This design comes from an exercise in tuning for small area, a short achievable clock period and few clock cycles per item on the open sky130 flow, not from production work. Where RTL was checked, it was by simulation tests only, not by an equivalence proof against the original. For run 6, only the layout was checked, not whether the RTL still works. Power figures rest on the tool's default switching activity, not on a simulated workload.

===== flow/config.mk =====
export PLATFORM = sky130hd
export DESIGN_NAME = eigen2x2_fx
export DESIGN_NICKNAME = eigen2x2_fx
export VERILOG_FILES = /design/flow/design.v
export SDC_FILE = /design/flow/constraint.sdc
export NUM_CORES = 4
export LEC_CHECK = 0
export CAP_MARGIN = 20
export CORE_MARGIN = 2
export CORE_UTILIZATION = 50
export CTS_CLUSTER_DIAMETER = 80
export CTS_CLUSTER_SIZE = 30
export SLEW_MARGIN = 20

===== flow/constraint.sdc =====
create_clock -name core_clock -period 10.0 [get_ports {clk}]
set_input_delay 2.0000 -clock core_clock [delete_from_list [all_inputs] [get_ports {clk}]]
set_output_delay 2.0000 -clock core_clock [all_outputs]
set_load 0.01 [all_outputs]

===== flow/design.v =====
`default_nettype none
module eigen2x2_fx #(
  parameter int WIDTH = 32,
  parameter int FRAC  = 16
) (
  input  logic             clk,
  input  logic             rst,
  input  logic             start,
  input  logic [WIDTH-1:0] a1,
  input  logic [WIDTH-1:0] a2,
  input  logic [WIDTH-1:0] a3,
  input  logic [WIDTH-1:0] a4,
  output logic             busy,
  output logic             done,
  output logic [WIDTH-1:0] v1,
  output logic [WIDTH-1:0] v2,
  output logic             complex,
  output logic             ovf
);
  localparam int CW = 36;    
  logic busy_q, done_q;
  logic p_diff, p_mul1, p_mul, p_abs, p_sqrt, p_f1, p_f2;
  logic [5:0] cnt_q;
  logic [2:0] jt_q;             
  logic s1_acc, s1_s2;          
  logic b2_one, b2_two, b2_neg;
  logic b3_one, b3_two, b3_neg;
  logic corr_q;                 
  logic [1:0] lo3_q;            
  logic n2_q;                   
  logic pend3_q;                
  logic signed [33:0] acc_q;    
  logic               py_q;     
  logic               pw_q;     
  logic               zr_q;     
  logic signed [34:0] x_q;      
  logic signed [35:0] z_q;      
  logic signed [33:0] w_q;      
  logic signed [32:0] s_q;      
  logic               neg_q;
  logic               o1_q;     
  localparam int NK = 3;
  logic [NK-1:0] fit;
  for (genvar i = 0; i < NK; i++) begin : g_fit
    localparam int K = 11 + 2*i;
    wire [34-(2*K-1):0] xs = x_q[34:2*K-1];
    wire [31-(2*K-5):0] ws = w_q[31:2*K-5];    
    assign fit[i] = ((&xs) | ~(|xs)) & ((&ws) | ~(|ws));
  end
  logic [2:0] jt_d;
  always_comb begin
    jt_d = 3'(NK);
    for (int i = NK-1; i >= 0; i--)
      if (fit[i]) jt_d = 3'(i);
  end
  function automatic logic [5:0] jof(input logic [2:0] t);
    jof = 6'(11 + 2*int'(t));
  endfunction
  logic [1:0]    pair_n;        
  logic          n2;            
  logic [CW-1:0] in1, in2, in3, csa_s, csa_c, cpa;
  logic [CW-1:0] xe, ze, m2, m3;
  assign pair_n = acc_q[31:30] ^ {2{neg_q}};
  assign n2     = n2_q;
  assign xe = CW'(x_q);
  assign ze = CW'(z_q);
  always_comb begin
    in1 = ({CW{s1_acc}} & CW'(acc_q)) | ({CW{s1_s2}} & CW'($signed({s_q, 1'b0})));
    m2  = ({CW{b2_one}} & xe) | ({CW{b2_two}} & {xe[CW-2:0], 1'b0});
    in2 = m2 ^ {CW{n2}};
    if (p_sqrt) in2[1:0] = 2'b11;
    m3  = ({CW{b3_one}} & {ze[CW-3:0], 2'b00}) | ({CW{b3_two}} & {ze[CW-4:0], 3'b000});
    in3 = m3 ^ {{(CW-2){b3_neg}}, 2'b00};
    in3[1:0] = lo3_q;
    csa_s = in1 ^ in2 ^ in3;
    csa_c = {((in1[CW-2:0] & in2[CW-2:0]) | (in1[CW-2:0] & in3[CW-2:0]) |
              (in2[CW-2:0] & in3[CW-2:0])), pend3_q};
  end
  logic [CW-1:0] pg_g [0:6];
  logic [CW-1:0] pg_p [0:6];
  logic [CW-1:0] hs;
  always_comb begin
    hs = csa_s ^ csa_c;
    pg_g[0] = csa_s & csa_c;
    pg_p[0] = hs;
    for (int l = 0; l < 6; l++) begin
      for (int i = 0; i < CW; i++) begin
        if (i >= (1 << l)) begin
          pg_g[l+1][i] = pg_g[l][i] | (pg_p[l][i] & pg_g[l][i - (1 << l)]);
          pg_p[l+1][i] = pg_p[l][i] & pg_p[l][i - (1 << l)];
        end else begin
          pg_g[l+1][i] = pg_g[l][i];
          pg_p[l+1][i] = pg_p[l][i];
        end
      end
    end
    cpa[0] = hs[0];
    for (int i = 1; i < CW; i++) cpa[i] = hs[i] ^ pg_g[6][i-1];
  end
  logic c_d;
  assign c_d = z_q[35] ? (&z_q) : (z_q == 36'(x_q));
  logic [2:0] rem0;
  assign rem0 = {1'b0, pair_n} - 3'd1;
  logic skip;
  assign skip = (p_abs | (p_sqrt & zr_q)) & ~(|(acc_q[31:26] ^ {6{neg_q}}));
  logic acc_start, mul_end, sq_end;
  logic n_diff, n_mul1, n_mul, n_abs, n_sqrt, n_f1, n_f2;
  assign acc_start = ~busy_q & start;
  assign mul_end   = (cnt_q == jof(jt_q));
  assign sq_end    = skip ? (cnt_q >= 6'(2*jof(jt_q) + 6'd14))
                          : (cnt_q >= 6'(2*jof(jt_q) + 6'd16));
  assign n_diff    = acc_start;
  assign n_mul1    = p_diff;
  assign n_mul     = p_mul1 | (p_mul & ~mul_end);
  assign n_abs     = p_mul & mul_end;
  assign n_sqrt    = p_abs | (p_sqrt & ~sq_end);
  assign n_f1      = p_sqrt & sq_end;
  assign n_f2      = p_f1;
  always_ff @(posedge clk or posedge rst) begin
    if (rst) begin
      busy_q <= 1'b0; done_q <= 1'b0;
      p_diff <= 1'b0; p_mul1 <= 1'b0; p_mul <= 1'b0; p_abs <= 1'b0;
      p_sqrt <= 1'b0; p_f1 <= 1'b0; p_f2 <= 1'b0;
    end else begin
      busy_q <= acc_start | (busy_q & ~p_f2);
      done_q <= p_f2;
      p_diff <= n_diff; p_mul1 <= n_mul1; p_mul <= n_mul; p_abs <= n_abs;
      p_sqrt <= n_sqrt; p_f1 <= n_f1; p_f2 <= n_f2;
    end
  end
  logic xo, xv;
  assign xo = x_q[{cnt_q[4:0], 1'b1}];
  assign xv = x_q[{cnt_q[4:0], 1'b0}];
  always_ff @(posedge clk) begin
    s1_acc <= n_diff | n_mul;          
    s1_s2  <= n_abs | n_f1 | (n_f2 & ~neg_q);
    b2_one <= 1'b0; b2_two <= 1'b0; b2_neg <= 1'b0;
    b3_one <= 1'b0; b3_two <= 1'b0; b3_neg <= 1'b0;
    corr_q <= 1'b0;
    if (n_diff) begin
      b2_one <= 1'b1; b2_neg <= 1'b1;
    end
    if (n_mul1) begin    
      b2_one <= cpa[0];
      b2_two <= cpa[1] & ~cpa[0];
      b2_neg <= cpa[1];
      b3_one <= w_q[0];
      b3_two <= w_q[1] & ~w_q[0];
      b3_neg <= w_q[1];
    end
    if (n_mul) begin
      b2_one <= xv ^ py_q;
      b2_two <= (xo & ~xv & ~py_q) | (~xo & xv & py_q);
      b2_neg <= xo & ~(xv & py_q);
      b3_one <= w_q[0] ^ pw_q;
      b3_two <= (w_q[1] & ~w_q[0] & ~pw_q) | (~w_q[1] & w_q[0] & pw_q);
      b3_neg <= w_q[1] & ~(w_q[0] & pw_q);
    end
    if (n_abs) b2_one <= 1'b1;
    if (n_sqrt) begin
      b2_two <= 1'b1; b2_neg <= 1'b1; b3_one <= 1'b1;
    end
    if (n_f1) b2_one <= ~neg_q;
    if (n_f2) begin
      b2_one <= 1'b1; b2_neg <= ~neg_q; corr_q <= neg_q & c_d;
    end
    pend3_q <= b3_neg;
    n2_q <= 1'b0;
    if (n_diff) n2_q <= 1'b1;
    if (n_mul1) n2_q <= cpa[1];
    if (n_mul)  n2_q <= xo & ~(xv & py_q);
    if (n_sqrt) n2_q <= p_abs ? (|pair_n) : ~cpa[CW-1];
    if (n_f2)   n2_q <= ~neg_q;
    lo3_q <= 2'b00;
    if (n_diff) lo3_q <= 2'b01;
    if (n_mul1) lo3_q <= {1'b0, cpa[1]};
    if (n_mul)  lo3_q <= {1'b0, xo & ~(xv & py_q)};
    if (n_sqrt) lo3_q <= (skip ? acc_q[25:24] : acc_q[29:28]) ^ {2{neg_q}};
    if (n_f2)   lo3_q <= {neg_q & c_d, ~neg_q};
  end
  always_ff @(posedge clk) begin
    if (!busy_q)               acc_q <= 34'($signed(a1));
    else if (p_mul1 | p_mul | p_f2) acc_q <= cpa[35:2];
    else if (skip)             acc_q <= {acc_q[27:0], w_q[33:28]};
    else                       acc_q <= {acc_q[31:0], w_q[33:32]};
    py_q <= p_diff ? cpa[1] : xo;
    if (!busy_q)               x_q <= 35'($signed(a4));
    else if (p_diff)           x_q <= cpa[34:0];
    else if (p_abs)            x_q <= {33'd0, |pair_n, 1'b0};
    else if (p_sqrt)           x_q <= {x_q[33:1], ~cpa[CW-1], 1'b0};
    if (!busy_q)               z_q <= 36'($signed(a2));
    else if (p_abs)            z_q <= 36'($signed(rem0));
    else if (p_sqrt | p_f1)    z_q <= cpa;
    if (!busy_q)               w_q <= 34'($signed(a3));
    else if (p_diff | p_mul1 | p_mul) w_q <= {cpa[1:0], w_q[33:2]};   
    else if (skip)             w_q <= {w_q[27:0], 6'b00};
    else                       w_q <= {w_q[31:0], 2'b00};
    pw_q <= w_q[1];
    o1_q <= ~((&z_q[35:33]) | ~(|z_q[35:33]));
    if (!busy_q)               s_q <= 33'($signed(a4));
    else if (p_abs)            s_q <= cpa[32:0];
    if (p_mul & mul_end)       neg_q <= cpa[CW-1];
    if (p_mul1) jt_q <= jt_d;
    cnt_q <= p_diff ? 6'd1 : cnt_q + (skip ? 6'd3 : 6'd1);
    zr_q  <= p_abs ? ~(|pair_n) : (zr_q & cpa[CW-1]);
  end
  assign busy    = busy_q;
  assign done    = done_q;
  logic o2;
  assign o2      = ~((&acc_q[33:31]) | ~(|acc_q[33:31]));
  assign v1      = o1_q ? {z_q[35], {31{~z_q[35]}}} : z_q[33:2];
  assign v2      = o2 ? {acc_q[33], {31{~acc_q[33]}}} : acc_q[31:0];
  assign complex = neg_q;
  assign ovf     = o1_q | o2;
endmodule
`default_nettype wire

===== flow/flow/run.sh =====
#!/bin/bash
set -euo pipefail
bash standard.sh "BUFFER_PORTS_ARGS=-buffer_cell sky130_fd_sc_hd__buf_1" SETUP_SLACK_MARGIN=5.8 finish > standard_flow.log 2>&1

===== flow/standard.sh =====
#!/bin/bash
# synth_recipe.tcl (not shown) runs the flow's synth.tcl, then flattens the netlist and writes it again
# the make line also repeats each setting of config.mk as NAME=value (left out here)
make -C /OpenROAD-flow-scripts/flow DESIGN_CONFIG=/design/flow/config.mk WORK_HOME=/design/flow/orfs CLKGATE_MAP_FILE= SYNTH_SCRIPT=/design/flow/synth_recipe.tcl "${@:-finish}"

==> results of run 1 <==
-- area by class of cell --
| cell class | count | share of cell area, % |
|---|---|---|
| clock inverters | 10 | 0.825 |
| clock buffers | 15 | 2.10 |
| multi-input cells | 1324 | 54.7 |
| repair buffers | 260 | 8.18 |
| inverters | 103 | 2.17 |
| well taps | 396 | 2.77 |
| flip-flops and latches | 205 | 29.3 |
-- routing by layer --
metal	part of all wire [%]	wire, µm	vias up	global-route usage (%)
met1	41	25900	7297	52.2
met2	44	28000	897	58.1
met4	4.7	2950	0	13.0
met5	0	0	-	0
met3	10	6420	162	6.30
li1	-	-	6633	-
-- repair_timing --
item                                   CTS  global route
setup endpoints to repair               94           100
resized for setup                       30            82
cloned                                   1             6
endpoints found under the hold margin    0             0
setup buffers                            7            19
pin swaps                                5            23
-- Yosys cell counts, drive strengths merged (20+ instances only) --
library cell	number	area share (%)
buf	28	0.88
nand3	29	0.94
a31oi	20	0.81
nand2	196	4.8
fa	37	4.8
xnor2	37	2.1
mux2i	38	2.5
o21ai	74	2.4
o21a	64	3.1
o22ai	27	1.1
nor3	23	0.74
mux2	20	1.5
a21o	38	1.8
nor2	131	3.2
dfxtp	89	12
a22oi	96	4.7
xor2	108	6.2
nand4	25	1.1
edfxtp	107	21
clkbuf	107	2.6
inv	102	2.5
ha	42	3.4
a21oi	112	3.8
-- kinds of logic after synthesis --
family	count (synthesis)	share of synthesized area, %
multiplexers	68	5.40
flip-flops	205	33.8
AO/OA/AOI/OAI	536	23.7
AND/OR/NAND/NOR	496	14.7
XOR/XNOR	145	8.26
adder cells (fa/ha/maj)	79	8.19
buffers and inverters	238	5.98
-- cell usage in the layout, fill, tap and decap left out, drive strengths merged, types with 64 or more instances in the layout --
cell type,instances
buf,253
dfxtp,89
a21oi,112
edfxtp,107
o21a,64
nand2,196
xor2,108
nor2,131
a22oi,96
o21ai,74
inv,105
-- path summary, 6_finish.rpt --
path / from / endpoint / slack (ns) / depth (start not counted)
setup / recovery: b2_one / s_q[25] / 5.84 / 15
hold / removal: w_q[1] / pw_q / 0.45 / 0
setup reg to reg: b2_one / s_q[25] / 5.84 / 15
hold reg to reg: w_q[1] / pw_q / 0.45 / 0
max in group asynchronous: rst / busy_q / 8.31 / 2
min in group asynchronous: rst / p_mul / 1.40 / 2
-- where the power goes --
part	internal (mW)	switching [mW]	total (mW)	leakage (nW)
sequential	0.874	0	0.874	1.81
combinational	0.0125	0.0124	0.0249	5.39
clock	0.325	0.365	0.690	0.255
-- flip-flops by register name, indices dropped and copies added (netlist names), 2 cells and up --
signal and flops:
z_q 36, x_q 35, cnt_q 6, w_q 34, acc_q 34, jt_q 2
lo3_q 2, s_q 33
-- critical path, cell delays in order (launching register included) --
cell	delay, ns
dfxtp_4	0.39
buf_12	0.16
a22oi_2	0.20
xor2_1	0.18
nand2_1	0.09
fa_1	0.47
ha_1	0.31
a21oi_2	0.22
o211ai_2	0.16
a2111o_1	0.52
a21oi_4	0.25
a31oi_4	0.15
a21o_1	0.27
buf_6	0.14
xor2_1	0.13
mux2_2	0.27
==> run_results.csv, run 1 <==
group,metric,value,unit
clocking,postCtsHoldBufs,0,
sta,worst_pin_slew,1.05,ns
critical_path,worstPathRequired,10.27,ns
final_layout,n_antenna_cell,0,
final_layout,multiInputGateArea,0.00979,mm²
grt,grt_max_degree,76,
final_layout,nets,2119,
sta,timing.final.crit_share,41.6,%
yosys,async_reset_ff_share,4.39,%
yosys,yosys_warnings,3,
yosys,netlist_instances,1767,
yosys,syn_nets,1977,
clocking,clk_latency,0.52,ns
clocking,htree_levels,1,
critical_path,criticalPathCategory,"flip-flop to flip-flop",
grt,grt_pass1_wl,92000,µm
place,dpl_cell_area,0.0164,mm²
place,numPlacedInstances,2255,
clocking,clk_pin_slew_worst_paths,0.11,ns
route,ant_nets,0,
critical_path,worstPathArrival,4.44,ns
place,portBuffers,198,
clocking,clock-root-buffer,"clkbuf_16",
critical_path,cp_max_fo,19,
grt,grt_antenna_before_repair,0,
sta,setup_ws,5.84,ns
clocking,clockBufferDepth,3,
grt,grt_overflow,0,
final_layout,drive_gt1_share,11.4,%
clocking,clock_sinks,205,
pwr,report.power.total,1.59,mW
sta,max-slew-margin-rel,29.8,%
grt,grt_usage,37.2,%
pwr,ir_drop,142,µV
floorplanning,die_h,180,µm
outcome,status,"complete, no violations",
sta,finalSetupTns,0,ns
flow_run,maxCapViolCount,0,
sta,timing.hold.ws,0.447,ns
sta,finalSetupViolCount,0,
route,via_per_inst,6.48,
yosys,synth_seq_area_share,33.8,%
final_layout,design_area,0.0179,mm²
place,dp_slack,5.39,ns
floorplanning,pin_count,199,
route,wl_per_cell,27.4,µm
route,first_pass_iters,5,
final_layout,fin_cells,2313,
yosys,synth-edff-count,107,
floorplanning,start_util,50.7,%
route,drt_wl_total,63300,µm
final_layout,syn_to_final_growth,15.8,%
route,drt_iter0_drc,1869,
final_layout,seq_area,0.00524,mm²
yosys,synth_cell_types,82,
pwr,p_leak,7.45,nW
place,dp_hpwl,43900,µm
clocking,cts_tree,"done",
route,vias,15000,
hold_path,hp-class,"flip-flop to flip-flop",
critical_path,critPathLaunchType,"flip-flop",
sta,fin_crit,4.16,ns
grt,grt_pass1_vias,14300,
clocking,cts_made_buffers,15,
sta,finalHoldViolCount,0,
floorplanning,die_width,180,µm
yosys,synth.avg_cell_area,8.75,µm²
place,gp_congestion,0.993,
yosys,netlist_area,0.0155,mm²
yosys,synth-main-ff-cell,"edfxtp_1",
route,drc,0,
pwr,powerDensity,88.8,mW/mm²
final_layout,postLayoutCoreUtil,58.7,%
sta,fin_worst_skew,0.0219,ns
sta,drv_slew,0,
critical_path,end_kind,"flip-flop",
floorplanning,fp.coreArea,0.0305,mm²
final_layout,fillers,2813,
sta,rsz0062_at_grt,"true",
floorplanning,die_area,0.0323,mm²
yosys,ys_ff_latch,205,
floorplanning,rows,64,
sta,fmaxAchievable,0.240,GHz
Testbench counts, summed over its fixed seeds: cycles 145,962, items 3,200.
==> run 2, diff against run 1 <==
--- a/flow/config.mk
+++ b/flow/config.mk
@@ -8,6 +8,6 @@
 export CAP_MARGIN = 20
 export CORE_MARGIN = 2
 export CORE_UTILIZATION = 50
-export CTS_CLUSTER_DIAMETER = 80
+export CTS_CLUSTER_DIAMETER = 100
 export CTS_CLUSTER_SIZE = 30
 export SLEW_MARGIN = 20
==> run 2 against run 1 <==
Compared with the run above: synthesized area unchanged; largest power group unchanged; wire length barely moved; via count rose by 0.75%; synthesized cell count unchanged; critical path type unchanged; sequential power barely moved; combinational power barely moved; clock power is 12% lower; first-iteration DRC count fell by 8.0%; utilization is 0.53 points lower; setup slack better by 0.015 ns.
==> run_results.csv, run 2 <==
group,metric,value,unit
yosys,synth_area_leaders,"edfxtp_1 21%, dfxtp_1 12%, xor2_1 6.1%",
sta,fin_crit,4.15,ns
yosys,synth-edff-count,107,
flow_run,maxCapViolCount,0,
yosys,synth_seq_area_share,33.8,%
floorplanning,fp.coreArea,0.0305,mm²
place,gp_congestion,0.993,
grt,grt_overflow,0,
final_layout,final_cell_mix,"198 x buf_1, 194 x nand2_1, 128 x nor2_1",
route,ant_nets,0,
pwr,p_leak,7.39,nW
yosys,synth.avg_cell_area,8.75,µm²
route,first_pass_iters,6,
grt,grt_max_degree,76,
sta,fin_worst_skew,0.0225,ns
critical_path,cp_cell_sequence,"a22oi_1 -> xor2_1 -> fa_1 -> inv_1 -> ha_4 -> and4_4 -> a21o_1 -> a2111o_1 -> a21oi_4 -> a31oi_4 -> a21o_1 -> buf_4 -> xor2_1 -> mux2_2",
final_layout,n_antenna_cell,0,
route,via_per_inst,6.54,
yosys,async_reset_ff_share,4.39,%
floorplanning,pin_count,199,
place,portBuffers,198,
clocking,htree_levels,1,
critical_path,critPathLaunchType,"flip-flop",
route,wl_per_cell,27.4,µm
final_layout,drive_gt1_share,11.0,%
final_layout,fillers,2825,
critical_path,criticalPathCategory,"flip-flop to flip-flop",
sta,finalSetupTns,0,ns
final_layout,top_register,"z_q",
final_layout,nets,2116,
sta,fmaxAchievable,0.241,GHz
critical_path,cp_slowest_cell,"edfxtp_1",
final_layout,largest_reg_flops,36,
yosys,synth-main-ff-cell,"edfxtp_1",
yosys,synth_most_common_cell,"nand2_1",
yosys,ys_ff_latch,205,
clocking,clk_pin_slew_worst_paths,0.11,ns
yosys,yosys_warnings,3,
final_layout,syn_to_final_growth,14.7,%
yosys,ys_top_cells_by_count,"196 x nand2_1, 131 x nor2_1, 107 x clkbuf_1, 107 x edfxtp_1, 107 x xor2_1",
final_layout,largestRegisters,"z_q (36), x_q (35)",
clocking,clock-root-buffer,"clkbuf_16",
clocking,cts_tree,"done",
grt,grt_pass1_vias,14300,
route,vias,15100,
critical_path,worstPathArrival,4.41,ns
clocking,cts_made_buffers,13,
floorplanning,die_area,0.0323,mm²
floorplanning,die_h,180,µm
pwr,report.power.total,1.50,mW
critical_path,cp_max_fo,5,
hold_path,hp-class,"flip-flop to flip-flop",
clocking,clockBufferDepth,3,
pwr,powerDensity,84.7,mW/mm²
route,drc,0,
grt,grt_usage,37.0,%
yosys,netlist_instances,1767,
sta,finalHoldViolCount,0,
sta,drv_slew,0,
sta,timing.final.crit_share,41.5,%
sta,finalSetupViolCount,0,
floorplanning,die_width,180,µm
clocking,postCtsHoldBufs,0,
sta,max-slew-margin-rel,26.5,%
critical_path,max_stage_delay,0.56,ns
sta,worst_pin_slew,1.10,ns
final_layout,design_area,0.0177,mm²
yosys,synth_cell_types,82,
grt,grt_pass1_wl,91700,µm
critical_path,worstPathRequired,10.27,ns
yosys,netlist_area,0.0155,mm²
grt,grt_antenna_before_repair,0,
route,drt_iter0_drc,1719,
critical_path,reg2regPathDepth,14,
route,drt_wl_total,63300,µm
clocking,clock_sinks,205,
sta,rsz0062_at_grt,"true",
yosys,syn_nets,1977,
clocking,clk_latency,0.50,ns
pwr,ir_drop,88.0,µV
outcome,status,"complete, no violations",
yosys,synth.largest_area_cell,"edfxtp_1",
place,dpl_cell_area,0.0164,mm²
floorplanning,rows,64,
yosys,synth_top_area_share,20.8,%
critical_path,end_kind,"flip-flop",
final_layout,final_common_cell,"buf_1",
place,dp_hpwl,43900,µm
hold_path,min_path_cells,0,
floorplanning,start_util,50.7,%
-- run 2: logic make-up (layout without fill, tap and decap cells) --
family	Yosys count	after routing	share of synthesized area (%)
multiplexers	68	68	5.40
AND/OR/NAND/NOR	496	496	14.7
XOR/XNOR	145	145	8.26
adder cells (fa/ha/maj)	79	79	8.19
AO/OA/AOI/OAI	536	536	23.7
buffers and inverters	238	383	5.98
flip-flops	205	205	33.8
-- run 2: repair_timing --
item,CTS,global route
cloned,0,7
gates resized for setup,28,77
hold endpoints to repair,0,0
setup endpoints to repair,93,98
setup buffers,7,18
pin swaps,4,14
-- run 2: per-stage QoR --
| stage | setup slack [ns] | hold WS [ns] | util (%) | cells |
|---|---|---|---|---|
| after detailed placement | 5.39 | 0.427 | 53.8 | 2255 |
| after global placement | 5.45 | 0.418 | 53.8 | 2255 |
| after floorplan | 5.84 | 0.329 | - | 1767 |
| final | 5.85 | 0.447 | 58.2 | 2308 |
| after CTS | 5.81 | 0.446 | 55.7 | 2283 |
| after global routing | 5.74 | 0.468 | 58.2 | 2308 |
-- run 2: area by class of cell --
class / instances / area, µm² / share of cell area [%]
clock inverter: 7 / 88.8 / 0.501
inverter: 103 / 388 / 2.19
timing repair buffer: 259 / 1430 / 8.06
clock buffer: 14 / 329 / 1.85
multi-input combinational: 1324 / 9770 / 55.1
sequential: 205 / 5240 / 29.5
tap: 396 / 495 / 2.79
-- run 2: critical path: cells and delay by family (launching register included) --
family | cells | cell delay (ns)
adder cells (fa/ha/maj) | 2 | 0.68
flip-flops | 1 | 0.56
XOR/XNOR | 2 | 0.39
AND/OR/NAND/NOR | 1 | 0.19
buffers and inverters | 2 | 0.26
AO/OA/AOI/OAI | 6 | 1.56
multiplexers | 1 | 0.27
-- run 2: power by group --
part           internal, mW  switching (mW)  total (mW)
logic                0.0125          0.0123      0.0249
registers             0.874               0       0.874
clock network         0.260           0.344       0.604
total                  1.15           0.356        1.50
-- run 2: path summary, 6_finish.rpt --
kind | start | endpoint | slack (ns)
max in group asynchronous | rst | busy_q | 8.28
worst max-delay path | x_q[6] | s_q[25] | 5.85
worst min-delay path | w_q[1] | pw_q | 0.45
min in group asynchronous | rst | p_f1 | 1.42
worst min register to register | w_q[1] | pw_q | 0.45
worst max register to register | x_q[6] | s_q[25] | 5.85
-- run 2: layer usage --
| layer | global-route usage (%) | wire [µm] | vias to the layer above |
|---|---|---|---|
| met3 | 5.81 | 6420 | 154 |
| met5 | 0 | 0 | - |
| met2 | 57.4 | 28100 | 947 |
| li1 | - | - | 6622 |
| met4 | 13.5 | 2800 | 0 |
| met1 | 52.4 | 25900 | 7378 |
==> run 3, diff against run 2 <==
==> flow/flow/run.sh (replaced) <==
#!/bin/bash
set -euo pipefail
bash standard.sh "BUFFER_PORTS_ARGS=-buffer_cell sky130_fd_sc_hd__buf_1" SETUP_SLACK_MARGIN=5.6 finish > standard_flow.log 2>&1
==> run 3 against run 2 <==
Compared with the run above: critical path type unchanged; synthesized area is the same; setup slack worse by 0.13 ns; largest power group unchanged; sequential power barely moved; combinational power is essentially flat; highest routed layer unchanged; via count decreased by 1.7%; total power is 0.14% lower; critical path depth is 1 higher.
==> run_results.csv, run 3 <==
group,metric,value,unit
grt,grt_overflow,0,
sta,rsz0062_at_grt,"true",
floorplanning,die_area,0.0323,mm²
flow_run,maxCapViolCount,0,
yosys,synth_mux_area_share,5.40,%
clocking,htree_levels,1,
yosys,syn_nets,1977,
final_layout,top_register,"z_q",
clocking,clockBufferDepth,3,
grt,grt_antenna_before_repair,0,
final_layout,drive_gt1_share,7.47,%
pwr,ir_drop,87.9,µV
route,wl_per_cell,26.9,µm
route,vias,14900,
yosys,synth.largest_area_cell,"edfxtp_1",
yosys,synth_most_common_cell,"nand2_1",
floorplanning,die_h,180,µm
route,via_per_inst,6.50,
yosys,synth_simple_gate_area_share,14.7,%
pwr,p_leak,7.17,nW
final_layout,postLayoutCoreUtil,56.0,%
clocking,cts_tree,"done",
yosys,synth_fa_ha_area_share,8.19,%
critical_path,critPathLaunchType,"flip-flop",
yosys,yosys_warnings,3,
clocking,clk_latency,0.50,ns
final_layout,largestRegisters,"z_q (36), x_q (35)",
sta,fin_crit,4.27,ns
final_layout,n_antenna_cell,0,
yosys,synth_area_leaders,"edfxtp_1 21%, dfxtp_1 12%, xor2_1 6.1%",
critical_path,max_stage_delay,0.52,ns
yosys,synth_compound_area_share,23.7,%
clocking,clock_sinks,205,
critical_path,path_common_cell,"o21ai_0",
sta,timing.final.crit_share,42.7,%
critical_path,regToRegSetupSlack,5.73,ns
clocking,clock-root-buffer,"clkbuf_16",
grt,grt_max_degree,76,
yosys,synth.avg_cell_area,8.75,µm²
route,first_pass_iters,6,
yosys,synth_top_family_by_area,"compound AO/OA/AOI/OAI gates",
critical_path,worstPathArrival,4.49,ns
floorplanning,rows,64,
critical_path,cp_max_fo,19,
outcome,status,"complete, no violations",
route,ant_nets,0,
sta,max-slew-margin-rel,27.8,%
final_layout,nets,2092,
place,dp_hpwl,43900,µm
clocking,clk_pin_slew_worst_paths,0.11,ns
critical_path,cp_slowest_cell,"fa_1",
sta,worst_pin_slew,1.08,ns
critical_path,criticalPathCategory,"flip-flop to flip-flop",
final_layout,final_common_cell,"buf_1",
floorplanning,pin_count,199,
sta,finalHoldViolCount,0,
final_layout,syn_to_final_growth,10.5,%
yosys,async_reset_ff_share,4.39,%
grt,grt_pass1_wl,91500,µm
yosys,ys_ff_latch,205,
grt,grt_usage,37.0,%
critical_path,end_kind,"flip-flop",
floorplanning,start_util,50.7,%
yosys,ys_top_cells_by_count,"196 x nand2_1, 131 x nor2_1, 107 x clkbuf_1, 107 x edfxtp_1, 107 x xor2_1",
hold_path,hp-class,"flip-flop to flip-flop",
yosys,synth-main-ff-cell,"edfxtp_1",
clocking,postCtsHoldBufs,0,
route,drt_wl_total,61500,µm
clocking,cts_made_buffers,13,
floorplanning,die_width,180,µm
floorplanning,fp.coreArea,0.0305,mm²
sta,fmaxAchievable,0.234,GHz
critical_path,cp_cell_sequence,"buf_12 -> a22oi_1 -> xor2_1 -> fa_1 -> inv_1 -> ha_1 -> a21oi_2 -> o21ai_0 -> a2111o_1 -> nand3_1 -> nand2_1 -> a21oi_4 -> o21ai_0 -> xnor2_1 -> a211oi_1",
final_layout,final_cell_mix,"198 x buf_1, 195 x nand2_1, 128 x nor2_1",
sta,finalSetupViolCount,0,
place,gp_congestion,0.993,
final_layout,largest_reg_flops,36,
yosys,synth_cell_types,82,
sta,fin_worst_skew,0.0217,ns
yosys,synth_top_area_share,20.8,%
grt,grt_pass1_vias,14300,
yosys,netlist_instances,1767,
yosys,synth_xor_area_share,8.26,%
pwr,powerDensity,87.8,mW/mm²
sta,drv_slew,0,
route,drc,0,
yosys,synth-edff-count,107,
route,drt_iter0_drc,1732,
critical_path,worstPathRequired,10.22,ns
sta,finalSetupTns,0,ns
yosys,netlist_area,0.0155,mm²
yosys,synth_seq_area_share,33.8,%
place,portBuffers,198,
## run 3: cells by family after synthesis
| kind of cell | Yosys count |
|---|---|
| AOI/OAI and AO/OA | 536 |
| and+or+nand+nor | 496 |
| buffers and inverters | 238 |
| DFF | 205 |
| xor gates and xnor gates | 145 |
| adders and majority gates | 79 |
| muxes | 68 |
## run 3: per-stage QoR
step	cells	hold WS, ns	total power, mW	instance area, µm²	setup WS (ns)
after global placement	2255	0.418	0.919	16400	5.45
after floorplan	1767	0.329	0.897	15500	5.84
after CTS	2276	0.446	1.50	16900	5.60
final	2284	0.443	1.50	17100	5.73
after detailed placement	2255	0.427	0.919	16400	5.39
after global routing	2284	0.468	1.53	17100	5.53
## run 3: where the power goes
| part | switching, mW | leakage, nW | total, mW | internal [mW] |
|---|---|---|---|---|
| combinational | 0.0124 | 5.16 | 0.0249 | 0.0125 |
| sequential | 0 | 1.81 | 0.876 | 0.876 |
| clock | 0.341 | 0.206 | 0.600 | 0.260 |
| total | 0.353 | 7.17 | 1.50 | 1.15 |
## run 3: final timing paths
check / startpoint / endpoint / cells after the start
min in group asynchronous: rst / p_abs / 2
setup reg to reg: b2_one / x_q[34] / 15
setup / recovery: b2_one / x_q[34] / 15
hold / removal: w_q[1] / pw_q / 0
hold reg to reg: w_q[1] / pw_q / 0
max in group asynchronous: rst / busy_q / 2
## run 3: routing by layer
metal | part of all wire [%] | global-route usage [%] | vias to the layer above
met3 | 9.7 | 5.85 | 149
li1 | - | - | 6568
met4 | 4.4 | 13.7 | 0
met2 | 44 | 57.1 | 869
met1 | 41 | 52.4 | 7265
met5 | 0 | 0 | -
## run 3: area by class of cell
cell class / instances / area (µm²)
Clock inverter: 7 / 88.8
Sequential cell: 205 / 5230
Multi-Input combinational cell: 1324 / 9450
Fill cell: 2896 / 13400
Timing Repair Buffer: 235 / 1110
Clock buffer: 14 / 329
Tap cell: 396 / 495
Inverter: 103 / 388
## run 3: critical path, delay by kind of cell, from the launching register on
| kind | cells | cell delay, ns |
|---|---|---|
| flops | 1 | 0.47 |
| xor+xnor | 2 | 0.48 |
| simple gates | 2 | 0.46 |
| fa+ha+maj | 2 | 0.87 |
| compound gates | 7 | 1.43 |
| buf+inv | 2 | 0.24 |
## run 3: repair_timing
action                                  in CTS  in global routing
setup buffers                                0                  7
endpoints found under the setup margin      28                 71
endpoints found under the hold margin        0                  0
gates cloned                                 0                  1
pin swaps                                    0                  6
resized for setup                           12                 30
==> run 4, diff against run 3 <==
==> flow/flow/run.sh (replaced) <==
#!/bin/bash
set -euo pipefail
bash standard.sh "BUFFER_PORTS_ARGS=-buffer_cell sky130_fd_sc_hd__buf_1" SETUP_SLACK_MARGIN=5.75 finish > standard_flow.log 2>&1
==> run 4 against run 3 <==
Compared with the run above: fmax increased by 0.29%; global-route usage about the same; register-to-register slack about the same; utilization increased by 1.1 points; clock skew increased by 0.0019 ns; total power increased by 0.14%; setup slack improved by 0.012 ns; largest cell class unchanged.
==> run_results.csv, run 4 <==
group,metric,value,unit
sta,fin_worst_skew,0.0236,ns
yosys,syn_nets,1977,
floorplanning,die_width,180,µm
clocking,clock_sinks,205,
sta,finalSetupTns,0,ns
yosys,synth_cell_types,82,
yosys,synth-main-ff-cell,"edfxtp_1",
place,numPlacedInstances,2255,
yosys,ys_ff_latch,205,
yosys,netlist_area,0.0155,mm²
hold_path,hp-class,"flip-flop to flip-flop",
yosys,synth.avg_cell_area,8.75,µm²
final_layout,postLayoutCoreUtil,57.1,%
sta,finalHoldViolCount,0,
floorplanning,fp.coreArea,0.0305,mm²
hold_path,hold_path_end,"pw_q",
grt,grt_overflow,0,
critical_path,reg2regPathDepth,15,
clocking,clock-root-buffer,"clkbuf_16",
grt,grt_pass1_vias,14300,
yosys,async_reset_ff_share,4.39,%
place,dp_hpwl,43900,µm
critical_path,worstPathArrival,4.49,ns
route,wl_per_cell,27.1,µm
final_layout,largest_reg_flops,36,
yosys,synth.largest_area_cell,"edfxtp_1",
yosys,synth-edff-count,107,
final_layout,nets,2110,
sta,max-slew-margin-rel,29.6,%
grt,grt_usage,37.0,%
clocking,clk_pin_slew_worst_paths,0.11,ns
place,portBuffers,198,
route,drt_iter0_drc,1811,
yosys,ys_top_cells_by_count,"196 x nand2_1, 131 x nor2_1, 107 x clkbuf_1, 107 x edfxtp_1, 107 x xor2_1",
critical_path,end_kind,"flip-flop",
yosys,yosys_warnings,3,
sta,rsz0062_at_grt,"true",
final_layout,largestRegisters,"z_q (36), x_q (35)",
floorplanning,rows,64,
pwr,p_leak,7.37,nW
final_layout,drive_gt1_share,9.29,%
route,drc,0,
critical_path,cp_max_fo,19,
sta,finalSetupViolCount,0,
grt,grt_max_degree,76,
grt,grt_pass1_wl,91700,µm
pwr,powerDensity,86.2,mW/mm²
flow_run,maxCapViolCount,0,
yosys,netlist_instances,1767,
clocking,clk_latency,0.51,ns
route,first_pass_iters,6,
place,dpl_cell_area,0.0164,mm²
critical_path,criticalPathCategory,"flip-flop to flip-flop",
floorplanning,die_area,0.0323,mm²
sta,worst_pin_slew,1.06,ns
critical_path,worstPathRequired,10.23,ns
clocking,cts_tree,"done",
final_layout,fin_cells,2302,
floorplanning,start_util,50.7,%
place,gp_congestion,0.993,
route,vias,15000,
pwr,report.power.total,1.50,mW
clocking,clockBufferDepth,3,
clocking,cts_made_buffers,13,
floorplanning,die_h,180,µm
final_layout,final_cell_mix,"198 x buf_1, 194 x nand2_1, 128 x nor2_1",
yosys,synth_area_leaders,"edfxtp_1 21%, dfxtp_1 12%, xor2_1 6.1%",
critical_path,regToRegSetupSlack,5.74,ns
sta,timing.final.crit_share,42.6,%
final_layout,final_common_cell,"buf_1",
hold_path,min_from,"w_q[1]",
sta,drv_slew,0,
final_layout,design_area,0.0174,mm²
final_layout,syn_to_final_growth,12.7,%
route,ant_nets,0,
grt,grt_antenna_before_repair,0,
sta,fin_crit,4.26,ns
final_layout,n_antenna_cell,0,
place,dp_slack,5.39,ns
hold_path,min_path_cells,0,
final_layout,top_register,"z_q",
route,via_per_inst,6.53,
sta,fmaxAchievable,0.235,GHz
yosys,synth_most_common_cell,"nand2_1",
pwr,ir_drop,88.7,µV
sta,setup_ws,5.74,ns
clocking,postCtsHoldBufs,0,
outcome,status,"complete, no violations",
critical_path,critPathLaunchType,"flip-flop",
critical_path,crit-reg2reg-capture,"x_q[33]",
critical_path,r2r-start,"b2_one",
route,drt_wl_total,62400,µm
sta,timing.hold.ws,0.441,ns
clocking,htree_levels,1,
yosys,synth_seq_area_share,33.8,%
yosys,synth_top_area_share,20.8,%
floorplanning,pin_count,199,
[run 4: what timing repair did]
item,4_1_cts,5_1_grt
endpoints found under the setup margin,84,66
pin swaps,2,10
setup buffers,8,13
gates cloned,0,5
gates resized for setup,26,44
[run 4: area by class of cell]
class                      count  area, µm²
multi-input combinational   1324       9550
timing repair buffer         253       1330
fill                        2855      13100
clock inverter                 7       88.8
inverter                     103        388
clock buffer                  14        329
sequential                   205       5240
tap                          396        495
[run 4: worst max-delay path: stages (launching register included)]
cell,delay [ns]
dfxtp_4,0.40
buf_12,0.16
a22oi_2,0.18
xor2_1,0.18
nand2_1,0.10
fa_1,0.51
ha_1,0.31
a21oi_2,0.20
o211ai_2,0.16
a2111o_1,0.54
a21oi_2,0.26
a31oi_2,0.19
a21o_1,0.30
a21oi_2,0.21
xor2_2,0.20
a211oi_1,0.09
[run 4: worst max path at each step]
stage | from | end
6_report | b2_one | x_q[33]
5_1_grt | b3_one | s_q[29]
4_1_cts | b3_one | x_q[33]
3_5_place_dp | n2_q | z_q[32]
3_3_place_gp | n2_q | x_q[32]
2_1_floorplan | n2_q | z_q[33]
[run 4: logic make-up (layout without fill, tap and decap cells)]
family | Yosys count | count (layout) | share of synthesized area [%]
AOI/OAI and AO/OA | 536 | 536 | 23.7
xor gates and xnor gates | 145 | 145 | 8.26
adders and majority gates | 79 | 79 | 8.19
buffers and inverters | 238 | 377 | 5.98
DFF | 205 | 205 | 33.8
muxes | 68 | 68 | 5.40
and+or+nand+nor | 496 | 496 | 14.7
[run 4: where the power goes]
| part | internal [mW] | switching, mW |
|---|---|---|
| clock network | 0.260 | 0.344 |
| logic | 0.0125 | 0.0125 |
| registers | 0.874 | 0 |
| total | 1.15 | 0.356 |
[run 4: routing by layer]
layer  track usage [%]  vias to the layer above  routed length (µm)
li1                  -                     6599                   -
met1              52.4                     7343               25600
met2              57.0                      934               27700
met3              5.92                      158                6440
met4              14.2                        0                2770
met5                 0                        -                   0
==> run 5, diff against run 4 <==
==> flow/flow/run.sh (replaced) <==
#!/bin/bash
set -euo pipefail
bash standard.sh "BUFFER_PORTS_ARGS=-buffer_cell sky130_fd_sc_hd__buf_1" SETUP_SLACK_MARGIN=5.9 finish > standard_flow.log 2>&1
--- a/flow/config.mk
+++ b/flow/config.mk
@@ -8,6 +8,4 @@
 export CAP_MARGIN = 20
 export CORE_MARGIN = 2
 export CORE_UTILIZATION = 50
-export CTS_CLUSTER_DIAMETER = 100
-export CTS_CLUSTER_SIZE = 30
 export SLEW_MARGIN = 20
==> run 5 against run 4 <==
Compared with the run above: still clean; design area increased by 8.3%; critical endpoint unchanged; die area unchanged; via count increased by 1.9%; sequential share of layout area decreased by 2.3 points.
==> run_results.csv, run 5 <==
group,metric,value,unit
floorplanning,die_h,180,µm
yosys,ys_top_cells_by_count,"196 x nand2_1, 131 x nor2_1, 107 x clkbuf_1, 107 x edfxtp_1, 107 x xor2_1",
route,wl_met1,26700,µm
place,dp_hpwl,44300,µm
yosys,netlist_area,0.0155,mm²
outcome,status,"complete, no violations",
clocking,clk_pin_slew_worst_paths,0.06,ns
route,wl_met2,27700,µm
route,highest_layer,"met4",
final_layout,final_cell_mix,"198 x buf_1, 191 x nand2_1, 129 x nor2_1",
critical_path,end_kind,"flip-flop",
yosys,synth_cell_types,82,
route,drt_iter0_drc,1902,
final_layout,nets,2159,
critical_path,cp_slowest_cell,"a2111o_1",
sta,timing.final.crit_share,41.8,%
yosys,synth_most_common_cell,"nand2_1",
yosys,synth_top_area_share,20.8,%
floorplanning,start_util,50.7,%
sta,fin_worst_skew,0.0125,ns
sta,fmaxAchievable,0.239,GHz
grt,grt_overflow,0,
final_layout,multiInputGateArea,0.0101,mm²
critical_path,endpoint,"x_q[33]",
yosys,synth.avg_cell_area,8.75,µm²
place,gp_congestion,0.972,
clocking,postCtsHoldBufs,0,
sta,finalHoldViolCount,0,
yosys,netlist_instances,1767,
sta,drv_slew,0,
yosys,synth_seq_area_share,33.8,%
floorplanning,die_width,180,µm
critical_path,worstPathArrival,4.44,ns
route,wl_per_cell,27.3,µm
grt,grt_pass1_vias,14400,
pwr,ir_drop,133,µV
grt,grt_pass1_wl,93400,µm
grt,grt_max_degree,68,
critical_path,crit_family,"compound AO/OA/AOI/OAI gates",
final_layout,drive_gt1_share,15.9,%
clocking,cts_made_buffers,25,
yosys,async_reset_ff_share,4.39,%
yosys,ys_ff_latch,205,
floorplanning,pin_count,199,
floorplanning,rows,64,
critical_path,cp-startpoint,"b2_two",
sta,rsz0062_at_grt,"true",
route,via_per_inst,6.48,
clocking,clk_latency,0.56,ns
sta,max-slew-margin-rel,19.6,%
route,ant_nets,0,
floorplanning,die_area,0.0323,mm²
sta,worst_pin_slew,1.20,ns
critical_path,max_stage_delay,0.52,ns
critical_path,path_buf_inv,2,
critical_path,critPathLaunchType,"flip-flop",
clocking,clock-root-buffer,"clkbuf_16",
flow_run,maxCapViolCount,0,
final_layout,postLayoutCoreUtil,61.9,%
grt,grt_antenna_before_repair,1,
critical_path,critical_path_depth,15,
pwr,powerDensity,98.4,mW/mm²
critical_path,crit-reg2reg-capture,"x_q[33]",
hold_path,hp-class,"flip-flop to flip-flop",
route,drt_wl_total,64600,µm
route,vias,15300,
place,portBuffers,198,
yosys,synth.largest_area_cell,"edfxtp_1",
critical_path,cp_cell_sequence,"buf_12 -> a22oi_2 -> xor2_1 -> fa_1 -> inv_2 -> ha_4 -> and4_4 -> and3_4 -> a2111o_1 -> a21oi_4 -> a31oi_4 -> a21o_4 -> a21oi_4 -> xor2_2 -> a211oi_2",
sta,finalSetupViolCount,0,
critical_path,path_common_cell,"a21oi_4",
critical_path,cp_max_fo,10,
final_layout,top_register,"z_q",
clocking,cts_tree,"done",
critical_path,criticalPathCategory,"flip-flop to flip-flop",
clocking,htree_levels,1,
route,first_pass_iters,5,
yosys,synth_area_leaders,"edfxtp_1 21%, dfxtp_1 12%, xor2_1 6.1%",
grt,grt_usage,38.0,%
pwr,p_leak,7.80,nW
final_layout,seq_area,0.00525,mm²
final_layout,final_common_cell,"buf_1",
yosys,yosys_warnings,3,
clocking,clock_sinks,205,
sta,finalSetupTns,0,ns
final_layout,largest_reg_flops,36,
final_layout,largestRegisters,"z_q (36), x_q (35)",
final_layout,syn_to_final_growth,22.1,%
clocking,clockBufferDepth,3,
route,met3_length,6910,µm
critical_path,worstPathRequired,10.26,ns
sta,fin_crit,4.18,ns
yosys,synth-edff-count,107,
critical_path,regToRegSetupSlack,5.82,ns
yosys,synth-main-ff-cell,"edfxtp_1",
critical_path,reg2regPathDepth,15,
critical_path,r2r-start,"b2_two",
yosys,syn_nets,1977,
route,drc,0,
floorplanning,fp.coreArea,0.0305,mm²
final_layout,fillers,2673,
run 5: per-layer routing:
| layer | vias up | global-route usage, % |
|---|---|---|
| li1 | 6713 | - |
| met1 | 7444 | 53.5 |
| met2 | 969 | 57.1 |
| met3 | 195 | 7.96 |
| met4 | 0 | 15.3 |
| met5 | - | 0 |
run 5: stage by stage:
step | total power [mW] | setup slack (ns) | hold WS [ns] | cell area [µm²] | std cells
4_1_cts | 1.86 | 5.86 | 0.436 | 17900 | 2326
2_1_floorplan | 0.897 | 5.92 | 0.329 | 15500 | 1767
5_1_grt | 1.89 | 5.71 | 0.467 | 18900 | 2364
6_report | 1.86 | 5.82 | 0.435 | 18900 | 2366
3_5_place_dp | 0.919 | 5.28 | 0.423 | 16400 | 2256
3_3_place_gp | 0.919 | 5.29 | 0.429 | 16400 | 2255
run 5: worst min path at each step:
| stage | from | end | depth (start not counted) |
|---|---|---|---|
| 2_1_floorplan | b3_neg | pend3_q | 0 |
| 3_5_place_dp | p_f2 | done_q | 0 |
| 5_1_grt | p_f2 | done_q | 0 |
| 4_1_cts | p_f2 | done_q | 0 |
| 6_report | p_f2 | done_q | 0 |
| 3_3_place_gp | p_f2 | done_q | 0 |
run 5: final cells by class:
| class | count | area share, % |
|---|---|---|
| diodes | 2 | 0.0265 |
| clock buffers | 29 | 3.72 |
| clock inverters | 17 | 0.782 |
| inverters | 103 | 2.05 |
| multi-input cells | 1324 | 53.8 |
| flip-flops and latches | 205 | 27.8 |
| well taps | 396 | 2.62 |
| repair buffers | 290 | 9.24 |
run 5: power breakdown:
group	total (mW)	leakage, nW	internal, mW	switching [mW]
clock	0.958	0.414	0.537	0.421
sequential	0.875	1.81	0.875	0
combinational	0.0251	5.57	0.0125	0.0125
run 5: kinds of logic after synthesis:
logic type,count (synthesis),share of synthesized area [%]
flops,205,33.8
fa+ha+maj,79,8.19
simple gates,496,14.7
compound gates,536,23.7
mux,68,5.40
xor+xnor,145,8.26
buf+inv,238,5.98
run 5: timing repair:
| item | in CTS | in global routing |
|---|---|---|
| endpoints found under the hold margin | 0 | 0 |
| cloned | 4 | 5 |
| pin swaps | 22 | 55 |
| gates resized for setup | 72 | 110 |
| endpoints found under the setup margin | 167 | 99 |
| buffers inserted | 20 | 33 |
==> run 6, diff against run 5 <==
--- a/flow/design.v
+++ b/flow/design.v
@@ -208,7 +208,7 @@
   assign done    = done_q;
   logic o2;
   assign o2      = ~((&acc_q[33:31]) | ~(|acc_q[33:31]));
-  assign v1      = o1_q ? {z_q[35], {31{~z_q[35]}}} : z_q[33:2];
+  assign v1      = o1_q ? 32'h7fff_ffff : z_q[33:2];
   assign v2      = o2 ? {acc_q[33], {31{~acc_q[33]}}} : acc_q[31:0];
   assign complex = neg_q;
   assign ovf     = o1_q | o2;
==> flow/flow/run.sh (replaced) <==
#!/bin/bash
set -euo pipefail
bash standard.sh "BUFFER_PORTS_ARGS=-buffer_cell sky130_fd_sc_hd__buf_1" SETUP_SLACK_MARGIN=5.7 finish > standard_flow.log 2>&1
--- a/flow/config.mk
+++ b/flow/config.mk
@@ -8,4 +8,6 @@
 export CAP_MARGIN = 20
 export CORE_MARGIN = 2
 export CORE_UTILIZATION = 50
+export CTS_CLUSTER_DIAMETER = 100
+export CTS_CLUSTER_SIZE = 30
 export SLEW_MARGIN = 20
==> run 6 against run 5 <==
Compared with the run above: clock power decreased by 38%; still clean on timing, DRC and antenna; fmax is 3.2% lower; critical endpoint is now acc_q[31]; highest routed layer unchanged; sequential share of layout area increased by 1.8 points; setup slack worse by 0.14 ns; global-route usage is 3.9 points lower; die area rose by 0.33%; critical path depth increased by 1; register-to-register slack worse by 0.14 ns.
==> run_results.csv, run 6 <==
group,metric,value,unit
grt,grt_usage,34.1,%
critical_path,cp_slowest_cell,"fa_1",
yosys,synth.largest_area_cell,"edfxtp_1",
grt,grt_antenna_before_repair,1,
sta,finalSetupTns,0,ns
yosys,synth_most_common_cell,"nand2_1",
clocking,clockBufferDepth,3,
sta,fin_worst_skew,0.0439,ns
floorplanning,die_h,180,µm
sta,timing.final.crit_share,43.2,%
route,drt_iter0_drc,1561,
yosys,ys_ff_latch,205,
pwr,powerDensity,84.1,mW/mm²
yosys,synth_top_area_share,20.7,%
grt,grt_pass1_wl,85700,µm
critical_path,max_stage_delay,0.55,ns
place,dp_slack,4.88,ns
sta,rsz0062_at_grt,"true",
critical_path,critPathLaunchType,"flip-flop",
clocking,clk_pin_slew_worst_paths,0.12,ns
grt,grt_max_degree,87,
yosys,netlist_area,0.0155,mm²
critical_path,end_kind,"flip-flop",
pwr,p_leak,7.59,nW
critical_path,worstPathArrival,4.78,ns
sta,fmaxAchievable,0.232,GHz
yosys,synth_cell_types,74,
pwr,clkPwrFrac,39.8,%
pwr,switchingPower,337,µW
clocking,cts_tree,"done",
yosys,synth_seq_area_share,33.6,%
pwr,intPower,1.15,mW
clocking,clock-root-buffer,"clkbuf_16",
place,numPlacedInstances,2233,
pwr,power_switching_share,22.6,%
place,dp_hpwl,40400,µm
final_layout,postLayoutCoreUtil,58.0,%
yosys,syn_nets,1961,
floorplanning,fp.coreArea,0.0306,mm²
critical_path,worstPathRequired,10.47,ns
sta,finalHoldViolCount,0,
final_layout,final_cell_mix,"198 x buf_1, 155 x nand2_1, 129 x nor2_1",
pwr,ir_drop,163,µV
hold_path,hold_path_end,"w_q[5]",
sta,fin_crit,4.32,ns
floorplanning,start_util,50.7,%
floorplanning,pin_count,199,
yosys,async_reset_ff_share,4.39,%
final_layout,fin_cells,2297,
sta,setup_ws,5.68,ns
final_layout,syn_to_final_growth,14.3,%
floorplanning,die_width,180,µm
critical_path,r2r-start,"b3_one",
floorplanning,rows,64,
route,first_pass_iters,8,
yosys,ys_top_cells_by_count,"156 x nand2_1, 131 x nor2_1, 115 x clkbuf_1",
pwr,comb_power_share,1.6,%
final_layout,final_common_cell,"buf_1",
yosys,netlist_instances,1751,
clocking,htree_levels,1,
grt,grt_pass1_vias,13700,
route,wl_per_cell,25.0,µm
sta,finalSetupViolCount,0,
yosys,yosys_warnings,3,
yosys,synth.avg_cell_area,8.86,µm²
pwr,power_frac_seq,58.6,%
sta,max-slew-margin-rel,29.9,%
critical_path,regToRegSetupSlack,5.68,ns
route,vias,14700,
critical_path,cp_max_fo,17,
sta,worst_pin_slew,1.05,ns
final_layout,top_register,"z_q",
critical_path,cp_cell_sequence,"buf_12 -> a22oi_1 -> xor2_1 -> fa_1 -> inv_1 -> ha_2 -> nand4_1 -> nor4b_4 -> o211ai_1 -> a21oi_2 -> buf_4 -> o21ai_4 -> buf_4 -> or3_1 -> a32oi_2 -> mux2_2",
hold_path,min_from,"w_q[7]",
clocking,clk_latency,0.51,ns
sta,drv_slew,0,
place,portBuffers,198,
place,gp_congestion,0.970,
critical_path,path_common_cell,"buf_4",
floorplanning,die_area,0.0325,mm²
outcome,status,"complete, no violations",
route,drc,0,
critical_path,crit-reg2reg-capture,"acc_q[31]",
final_layout,drive_gt1_share,13.0,%
clocking,cts_made_buffers,12,
yosys,synth-main-ff-cell,"edfxtp_1",
hold_path,min_path_cells,2,
final_layout,design_area,0.0177,mm²
yosys,synth_area_leaders,"edfxtp_1 21%, dfxtp_1 11%, xor2_1 6.2%",
final_layout,largest_reg_flops,36,
flow_run,maxCapViolCount,0,
clocking,clock_sinks,205,
grt,grt_overflow,0,
final_layout,largestRegisters,"z_q (36), x_q (35)",
clocking,postCtsHoldBufs,0,
critical_path,reg2regPathDepth,16,
place,dpl_cell_area,0.0165,mm²
final_layout,nets,2105,
hold_path,hp-class,"flip-flop to flip-flop",
critical_path,criticalPathCategory,"flip-flop to flip-flop",
route,via_per_inst,6.40,
final_layout,n_antenna_cell,0,
route,drt_wl_total,57500,µm
route,ant_nets,0,
yosys,synth-edff-count,107,
## run 6: cell count changes after synthesis, sizes merged, moves of 11 or more
cell    change
mux2i      +19
mux2       +13
o21ai      -11
o21a       -31
or2        +30
nand2      -40
a21boi     -11
## run 6: stage by stage
step	hold slack (ns)	total power [mW]
floorplan	0.329	0.897
global placement	0.433	0.918
detailed placement	0.439	0.918
CTS	0.455	1.50
global route	0.469	1.52
finish	0.453	1.49
## run 6: worst max-delay path by stage
| stage | startpoint | endpoint | slack [ns] | depth (start not counted) |
|---|---|---|---|---|
| 6_report | b3_one | acc_q[31] | 5.68 | 16 |
| 2_1_floorplan | n2_q | z_q[33] | 5.76 | 14 |
| 3_3_place_gp | n2_q | x_q[26] | 4.87 | 15 |
| 5_1_grt | b2_one | acc_q[31] | 5.61 | 17 |
| 4_1_cts | n2_q | x_q[26] | 5.69 | 15 |
| 3_5_place_dp | n2_q | x_q[26] | 4.88 | 15 |
## run 6: kinds of logic (layout without fill, tap and decap cells)
group | Yosys count | after routing | share of synthesized area, %
compound gates | 484 | 484 | 21.2
xor+xnor | 149 | 149 | 8.41
fa+ha+maj | 79 | 79 | 8.16
buf+inv | 241 | 391 | 5.87
flops | 205 | 205 | 33.6
mux | 100 | 100 | 7.52
simple gates | 493 | 493 | 15.2
## run 6: what timing repair did
item | in CTS | in global routing
cloned | 1 | 4
setup endpoints to repair | 74 | 55
gates resized for setup | 31 | 63
buffers inserted | 10 | 29
pin swaps | 8 | 22
## run 6: worst max-delay path: cells and delay by family (launching register included)
kind            cells  cell delay (ns)
simple gates        3             1.03
compound gates      5             1.01
fa+ha+maj           2             0.95
buf+inv             4             0.53
flops               1             0.40
mux                 1             0.19
xor+xnor            1             0.13
## run 6: final cells by class
| class | instances | area [µm²] |
|---|---|---|
| inverters | 105 | 394 |
| clock inverters | 4 | 58.8 |
| flip-flops and latches | 205 | 5250 |
| multi-input cells | 1305 | 9760 |
| well taps | 396 | 495 |
| repair buffers | 266 | 1420 |
| clock buffers | 16 | 358 |
| fillers | 2834 | 12900 |
## run 6: routing by layer
metal	routed length [µm]	track usage (%)	vias to the layer above
li1	-	-	6575
met1	24400	49.1	7222
met2	25600	53.0	808
met3	5330	4.53	103
met4	2200	11.0	0
met5	0	0	-
## run 6: power by group through the flow
| stage | Combinational (mW) | Clock, mW | Sequential, mW |
|---|---|---|---|
| 3_3_place_gp | 0.0231 | 0 | 0.895 |
| 3_5_place_dp | 0.0237 | 0 | 0.895 |
| 5_1_grt | 0.0266 | 0.622 | 0.874 |
| 4_1_cts | 0.0239 | 0.599 | 0.875 |
| 2_1_floorplan | 0.00250 | 0 | 0.895 |
| 6_report | 0.0237 | 0.593 | 0.874 |
==> run 7, diff against run 6 <==
--- a/flow/design.v
+++ b/flow/design.v
@@ -208,7 +208,7 @@
   assign done    = done_q;
   logic o2;
   assign o2      = ~((&acc_q[33:31]) | ~(|acc_q[33:31]));
-  assign v1      = o1_q ? 32'h7fff_ffff : z_q[33:2];
+  assign v1      = o1_q ? {z_q[35], {31{~z_q[35]}}} : z_q[33:2];
   assign v2      = o2 ? {acc_q[33], {31{~acc_q[33]}}} : acc_q[31:0];
   assign complex = neg_q;
   assign ovf     = o1_q | o2;
==> run 7 against run 6 <==
Compared with the run above: non-clock buffer count decreased by 26; final cell count decreased by 0.35%; clock power increased by 2%; sequential share of layout area increased by 0.75 points; critical endpoint is now x_q[17]; combinational power increased by 5%; worst hold slack got worse by 0.0074 ns.
==> run_results.csv, run 7 <==
group,metric,value,unit
route,ant_nets,0,
yosys,synth-edff-count,107,
pwr,clkPwrFrac,40.1,%
sta,finalSetupViolCount,0,
final_layout,n_antenna_cell,0,
sta,timing.hold.ws,0.445,ns
yosys,ys_ff_latch,205,
final_layout,drive_gt1_share,8.24,%
sta,max-slew-margin-rel,26.5,%
grt,grt_usage,37.0,%
clocking,clk_latency,0.51,ns
clocking,cts_made_buffers,13,
yosys,synth.avg_cell_area,8.75,µm²
clocking,clk_pin_slew_worst_paths,0.11,ns
route,via_per_inst,6.52,
floorplanning,fp.coreArea,0.0305,mm²
grt,grt_antenna_before_repair,0,
yosys,netlist_instances,1767,
place,gp_congestion,0.993,
sta,drv_slew,0,
route,wl_per_cell,27.1,µm
pwr,ir_drop,87.9,µV
sta,worst_pin_slew,1.10,ns
yosys,synth_seq_area_share,33.8,%
pwr,power_switching_share,23.6,%
yosys,netlist_area,0.0155,mm²
critical_path,cp_max_fo,43,
floorplanning,pin_count,199,
route,vias,14900,
hold_path,hp-class,"flip-flop to flip-flop",
clocking,clock_sinks,205,
floorplanning,start_util,50.7,%
route,first_pass_iters,6,
route,drc,0,
floorplanning,rows,64,
final_layout,fin_cells,2289,
clocking,htree_levels,1,
yosys,synth_top_area_share,20.8,%
sta,finalHoldViolCount,0,
sta,fmaxAchievable,0.239,GHz
grt,grt_overflow,0,
final_layout,fillers,2872,
place,dp_slack,5.39,ns
clocking,cts_tree,"done",
critical_path,end_kind,"flip-flop",
yosys,synth-main-ff-cell,"edfxtp_1",
yosys,synth_area_leaders,"edfxtp_1 21%, dfxtp_1 12%, xor2_1 6.1%",
sta,rsz0062_at_grt,"true",
pwr,power_frac_seq,58.3,%
yosys,synth_most_common_cell,"nand2_1",
place,dpl_cell_area,0.0164,mm²
sta,timing.final.crit_share,41.8,%
critical_path,cp_slowest_cell,"nor2_2",
floorplanning,die_h,180,µm
critical_path,worstPathRequired,10.21,ns
sta,fin_worst_skew,0.0267,ns
floorplanning,die_area,0.0323,mm²
critical_path,worstPathArrival,4.39,ns
yosys,async_reset_ff_share,4.39,%
final_layout,postLayoutCoreUtil,56.5,%
pwr,report.power.total,1.50,mW
grt,grt_pass1_vias,14300,
critical_path,criticalPathCategory,"flip-flop to flip-flop",
final_layout,final_cell_mix,"198 x buf_1, 194 x nand2_1, 128 x nor2_1",
route,drt_wl_total,62000,µm
yosys,synth_cell_types,82,
pwr,switchingPower,354,µW
final_layout,largest_reg_flops,36,
critical_path,critPathLaunchType,"flip-flop",
flow_run,maxCapViolCount,0,
place,portBuffers,198,
clocking,clockBufferDepth,3,
critical_path,cp_cell_sequence,"clkinv_2 -> nor2_2 -> clkinv_1 -> buf_4 -> nor2_1 -> nand2_1 -> buf_4",
route,drt_iter0_drc,1832,
critical_path,path_common_cell,"buf_4",
clocking,clock-root-buffer,"clkbuf_16",
grt,grt_pass1_wl,91600,µm
pwr,powerDensity,87.1,mW/mm²
outcome,status,"complete, no violations",
grt,grt_max_degree,76,
pwr,intPower,1.15,mW
sta,setup_ws,5.82,ns
final_layout,syn_to_final_growth,11.5,%
place,dp_hpwl,43900,µm
final_layout,top_register,"z_q",
sta,finalSetupTns,0,ns
pwr,p_leak,7.24,nW
yosys,syn_nets,1977,
pwr,comb_power_share,1.7,%
clocking,postCtsHoldBufs,0,
critical_path,max_stage_delay,0.74,ns
final_layout,largestRegisters,"z_q (36), x_q (35)",
floorplanning,die_width,180,µm
yosys,synth.largest_area_cell,"edfxtp_1",
final_layout,final_common_cell,"buf_1",
yosys,ys_top_cells_by_count,"196 x nand2_1, 131 x nor2_1, 107 x clkbuf_1, 107 x edfxtp_1, 107 x xor2_1",
sta,fin_crit,4.18,ns
final_layout,nets,2097,
final_layout,design_area,0.0172,mm²
place,numPlacedInstances,2255,
yosys,yosys_warnings,3,
run 7: changes by cell type after synthesis, moves of 13 or more:
cell / previous run / this run
nand2_1: 156 / 196
o21a_1: 33 / 64
or2_2: 34 / 4
mux2i_1: 57 / 38
mux2_2: 33 / 20
o21ai_0: 51 / 64
run 7: metal layers:
metal	part of all wire (%)	global-route usage [%]	vias up
met5	0	0	-
met4	4.4	13.9	0
met3	10	5.81	145
met2	45	57.1	930
met1	41	52.5	7280
li1	-	-	6573
run 7: area by class of cell:
type	instances	area [µm²]	area share [%]
inverter	103	388	2.25
clock buffer	14	329	1.91
timing repair buffer	240	1180	6.86
multi-input combinational	1324	9520	55.2
clock inverter	7	88.8	0.515
tap	396	495	2.87
sequential	205	5240	30.4
run 7: kinds of logic after synthesis:
group	Yosys count	synth area share, %
AOI/OAI and AO/OA	536	23.7
DFF	205	33.8
adders and majority gates	79	8.19
buffers and inverters	238	5.98
and+or+nand+nor	496	14.7
muxes	68	5.40
xor gates and xnor gates	145	8.26
run 7: power by group through the flow:
stage	registers, mW	logic (mW)	clock network (mW)
after global placement	0.895	0.0242	0
after CTS	0.876	0.0248	0.604
after detailed placement	0.895	0.0246	0
final	0.875	0.0248	0.602
after floorplan	0.895	0.00249	0
after global routing	0.875	0.0277	0.631
run 7: final timing paths:
check / startpoint / to / slack (ns) / depth (start not counted)
setup / recovery: busy_q / x_q[17] / 5.82 / 7
hold / removal: w_q[1] / pw_q / 0.45 / 0
setup reg to reg: busy_q / x_q[17] / 5.82 / 7
hold reg to reg: w_q[1] / pw_q / 0.45 / 0
max in group asynchronous: rst / busy_q / 8.29 / 2
min in group asynchronous: rst / p_abs / 1.41 / 2
run 7: timing repair:
action,in CTS,in global routing
resized for setup,21,40
pin swaps,1,7
endpoints found under the setup margin,74,67
cloned,0,3
buffers inserted,1,9
endpoints found under the hold margin,0,0
run 7: worst max-delay path, delay by kind of cell (launching register included):
| family | cells | cell delay, ns |
|---|---|---|
| flip-flops | 1 | 0.64 |
| buffers and inverters | 4 | 1.59 |
| AND/OR/NAND/NOR | 3 | 1.55 |
Testbench counts of run 7, summed over its fixed seeds: cycles 145,962, items 3,200.

[re-timing with driven ports]
How much do the figures lean on ideal ports? The routed layouts below were timed once more, with nothing changed but the port constraints. Step 1 (the two cells are an assumption about what drives the block):
set clk [get_ports {clk}]
set_driving_cell -lib_cell sky130_fd_sc_hd__clkbuf_16 $clk
set_driving_cell -lib_cell sky130_fd_sc_hd__buf_2 [delete_from_list [all_inputs] $clk]
Step 2 times the ports against the registers' clock, not the clock port: input delays grow and output delays shrink by t, the midpoint of the rising clock arrivals with the driver on. a / b / c = no drivers / after step 1 / after step 2; a / b = the first two.
| run | t (ns) | slack for setup (ns) | slew at the worst register clock pin (ns) |
|---|---|---|---|
| run 1 | 0.558 | 5.838 / 5.838 / 5.838 | 0.11 / 0.11 |
| run 2 | 0.545 | 5.853 / 5.853 / 5.853 | 0.11 / 0.11 |
| run 3 | 0.546 | 5.727 / 5.727 / 5.727 | 0.11 / 0.11 |
| run 4 | 0.549 | 5.739 / 5.739 / 5.739 | 0.12 / 0.12 |
| run 5 | 0.611 | 5.823 / 5.823 / 5.823 | 0.07 / 0.07 |
| run 6 | 0.540 | 5.684 / 5.684 / 5.684 | 0.12 / 0.12 |
| run 7 | 0.548 | 5.819 / 5.807 / 5.819 | 0.11 / 0.11 |
After both steps every run listed still meets setup and hold.
